From an optimization exercise on the open Yosys and OpenROAD flow, aimed at small area, a short achievable clock period and few clock cycles per item; shortcuts taken in it are not production practice. The RTL was checked by simulation tests, not by an equivalence proof against the original design. Power is estimated from default activity; no workload was simulated.

## gf163_clmul_serial
module gf163_clmul_serial #(
  parameter int M = 163,
  parameter int D = 24
) (
  input  logic             clk,
  input  logic             rst,
  input  logic             start,
  input  logic [M-1:0]     a,
  input  logic [M-1:0]     b,
  output logic             busy,
  output logic             done,
  output logic [2*M-2:0]   p
);
  localparam int N  = (M + D - 1) / D;    
  localparam int NB = N * D;
  localparam int PW = NB + M - 1;         
  localparam int CW = (N > 1) ? $clog2(N) : 1;
  localparam int Q  = M + D - 1;          
  logic          busy_q, done_q, idle_q, more_q, load;
  logic [CW-1:0] cnt_q;
  logic [M-1:0]  a_q;
  logic [PW-1:0] P_q, P_d;
  logic [D-1:0]  dig;
  logic [Q-1:0]  pp;
  assign load = idle_q & start;
  always_comb begin
    dig = P_q[D-1:0];
    pp  = '0;
    for (int j = 0; j < D; j++)
      for (int i = 0; i < M; i++)
        pp[i+j] = pp[i+j] ^ (a_q[i] & dig[j]);
  end
  always_comb begin
    for (int i = 0; i < PW; i++) begin
      logic sh;
      sh = (i + D < PW) ? P_q[i+D] : 1'b0;
      if (i < M) P_d[i] = idle_q ? b[i] : sh;
      else       P_d[i] = ~idle_q & sh;
      if (i >= NB - D) P_d[i] = P_d[i] ^ pp[i-(NB-D)];
    end
  end
  always_ff @(posedge clk) begin
    P_q <= P_d;
    a_q <= ({M{load}} & a) | ({M{more_q}} & a_q);
  end
  always_ff @(posedge clk or posedge rst) begin
    if (rst) begin
      busy_q <= 1'b0;
      done_q <= 1'b0;
      idle_q <= 1'b1;
      more_q <= 1'b0;
      cnt_q  <= '0;
    end else begin
      done_q <= busy_q && cnt_q == '0;
      idle_q <= (idle_q & ~start) | done_q;
      if (idle_q) begin
        busy_q <= start;
        more_q <= start && N > 1;
        cnt_q  <= CW'(N - 1);
      end else if (busy_q) begin
        if (cnt_q == '0) busy_q <= 1'b0;
        more_q <= cnt_q > 1;
        cnt_q  <= cnt_q - 1'b1;
      end
    end
  end
  assign busy = busy_q;
  assign done = done_q;
  assign p    = P_q[2*M-2:0];
endmodule
For scale: ~500 flip-flops, ~660 I/O pins, roughly 72000 sq um of cells after synthesis.
export LEC_CHECK = 0
export CAP_MARGIN = 20
export CORE_MARGIN = 2
export CORE_UTILIZATION = 40
export SETUP_SLACK_MARGIN = 2.6
export SLEW_MARGIN = 20
create_clock -name core_clock -period 5.0 [get_ports {clk}]
standard.sh (not shown) runs the stock make flow with config.mk's settings and CLKGATE_MAP_FILE= SYNTH_SCRIPT=/design/flow/synth_recipe.tcl, a recipe that flattens the netlist after the stock synthesis.
==> flow/flow/run.sh <==
#!/bin/bash
# The standard layout, with single-drive buffers on the ports (timing repair resizes the ones
# on critical paths). Every tool's output stays in orfs/logs; make's own output in make.log.
set -euo pipefail
bash standard.sh BUFFER_PORTS_ARGS="-buffer_cell sky130_fd_sc_hd__buf_1" finish > make.log 2>&1
The first run produced a clean layout.
Testbench counts at the start, summed over its fixed seeds: cycles 7,192, items 800.
Next try:
==> flow/run.sh (new file) <==
#!/bin/bash
# synth_recipe.tcl (not shown) runs the flow's synth.tcl, then flattens the netlist and writes it again
# the make line also repeats each setting of config.mk as NAME=value (left out here)
make -C /OpenROAD-flow-scripts/flow DESIGN_CONFIG=/design/flow/config.mk WORK_HOME=/design/flow/orfs CLKGATE_MAP_FILE= SYNTH_SCRIPT=/design/flow/synth_recipe.tcl finish
removed: flow/flow/run.sh
removed: flow/standard.sh
Via count falls by 1.1%. Worst setup slack improved by 0.089 ns. Die area stays the same. Power rises by 0.34%. Cell area rises by 3.9%. Cell count stays flat.
Next try:
==> flow/flow/run.sh (new file) <==
#!/bin/bash
# The standard layout, with single-drive buffers on the ports (timing repair resizes the ones
# on critical paths). Every tool's output stays in orfs/logs; make's own output in make.log.
set -euo pipefail
bash standard.sh BUFFER_PORTS_ARGS="-buffer_cell sky130_fd_sc_hd__buf_1" finish > make.log 2>&1
==> flow/standard.sh (new file) <==
#!/bin/bash
# synth_recipe.tcl (not shown) runs the flow's synth.tcl, then flattens the netlist and writes it again
# the make line also repeats each setting of config.mk as NAME=value (left out here)
make -C /OpenROAD-flow-scripts/flow DESIGN_CONFIG=/design/flow/config.mk WORK_HOME=/design/flow/orfs CLKGATE_MAP_FILE= SYNTH_SCRIPT=/design/flow/synth_recipe.tcl "${@:-finish}"
--- a/flow/config.mk
+++ b/flow/config.mk
@@ -8,5 +8,8 @@
 export CAP_MARGIN = 20
 export CORE_MARGIN = 2
-export CORE_UTILIZATION = 40
+export CORE_UTILIZATION = 50
+export CTS_BUF_LIST = sky130_fd_sc_hd__clkbuf_16
+export CTS_CLUSTER_DIAMETER = 100
+export CTS_CLUSTER_SIZE = 25
 export SETUP_SLACK_MARGIN = 2.6
 export SLEW_MARGIN = 20
removed: flow/run.sh
What happened: Design area goes down by 7.2%. Total power goes down by 7.1%. Synthesized cell count is unchanged. Area after synthesis is unchanged. Register-to-register slack gets worse by 0.02 ns.
Next try:
--- a/flow/config.mk
+++ b/flow/config.mk
@@ -8,8 +8,9 @@
 export CAP_MARGIN = 20
 export CORE_MARGIN = 2
-export CORE_UTILIZATION = 50
+export CORE_UTILIZATION = 40
 export CTS_BUF_LIST = sky130_fd_sc_hd__clkbuf_16
 export CTS_CLUSTER_DIAMETER = 100
 export CTS_CLUSTER_SIZE = 25
+export PLACE_DENSITY = 0.68
 export SETUP_SLACK_MARGIN = 2.6
 export SLEW_MARGIN = 20
What happened:
- total power came out higher by 3.4%
- sequential cell count stays the same
- via count came out higher by 3.7%
- non-clock buffer count came out lower by 4
- global-route usage came out lower by 6.0 points
- worst hold slack loses 0.092 ns

[port drivers added, routing unchanged]
How much do the figures lean on ideal ports? The routed layouts below were timed once more, with nothing changed but the port constraints.
Step 1 assumes that a clkbuf_16 drives the clock port and a buf_2 every other input.
Step 2 adds t to the input delays and takes it off the output delays; t is the mean of the earliest and latest rising clock arrival at the registers after step 1. Input paths then give back, and output paths get back, about the clock's delay inside the block.
a / b / c = ideal / step 1 / step 2; a / b = the first two.
| run | t, ns | setup slack, ns | worst setup path at the end | worst data-port slew with drivers (ns) | pins driven straight from the clock port |
|---|---|---|---|---|---|
| the first run | 0.833 | 2.490 / 2.401 / 2.490 | input to register | 0.16 | 1 |
| the second run | 0.834 | 2.578 / 2.489 / 1.977 | input to register | 0.16 | 1 |
| the third run | 0.772 | 2.554 / 2.477 / 2.564 | register to register | 0.10 | 1 |
| the fourth run | 0.804 | 2.531 / 2.441 / 2.537 | register to register | 0.18 | 1 |
After both steps setup and hold are still met in every run listed. The setup slack of the second run, which loses most, moves by -0.089 ns with the drivers and by -0.601 ns with both steps.
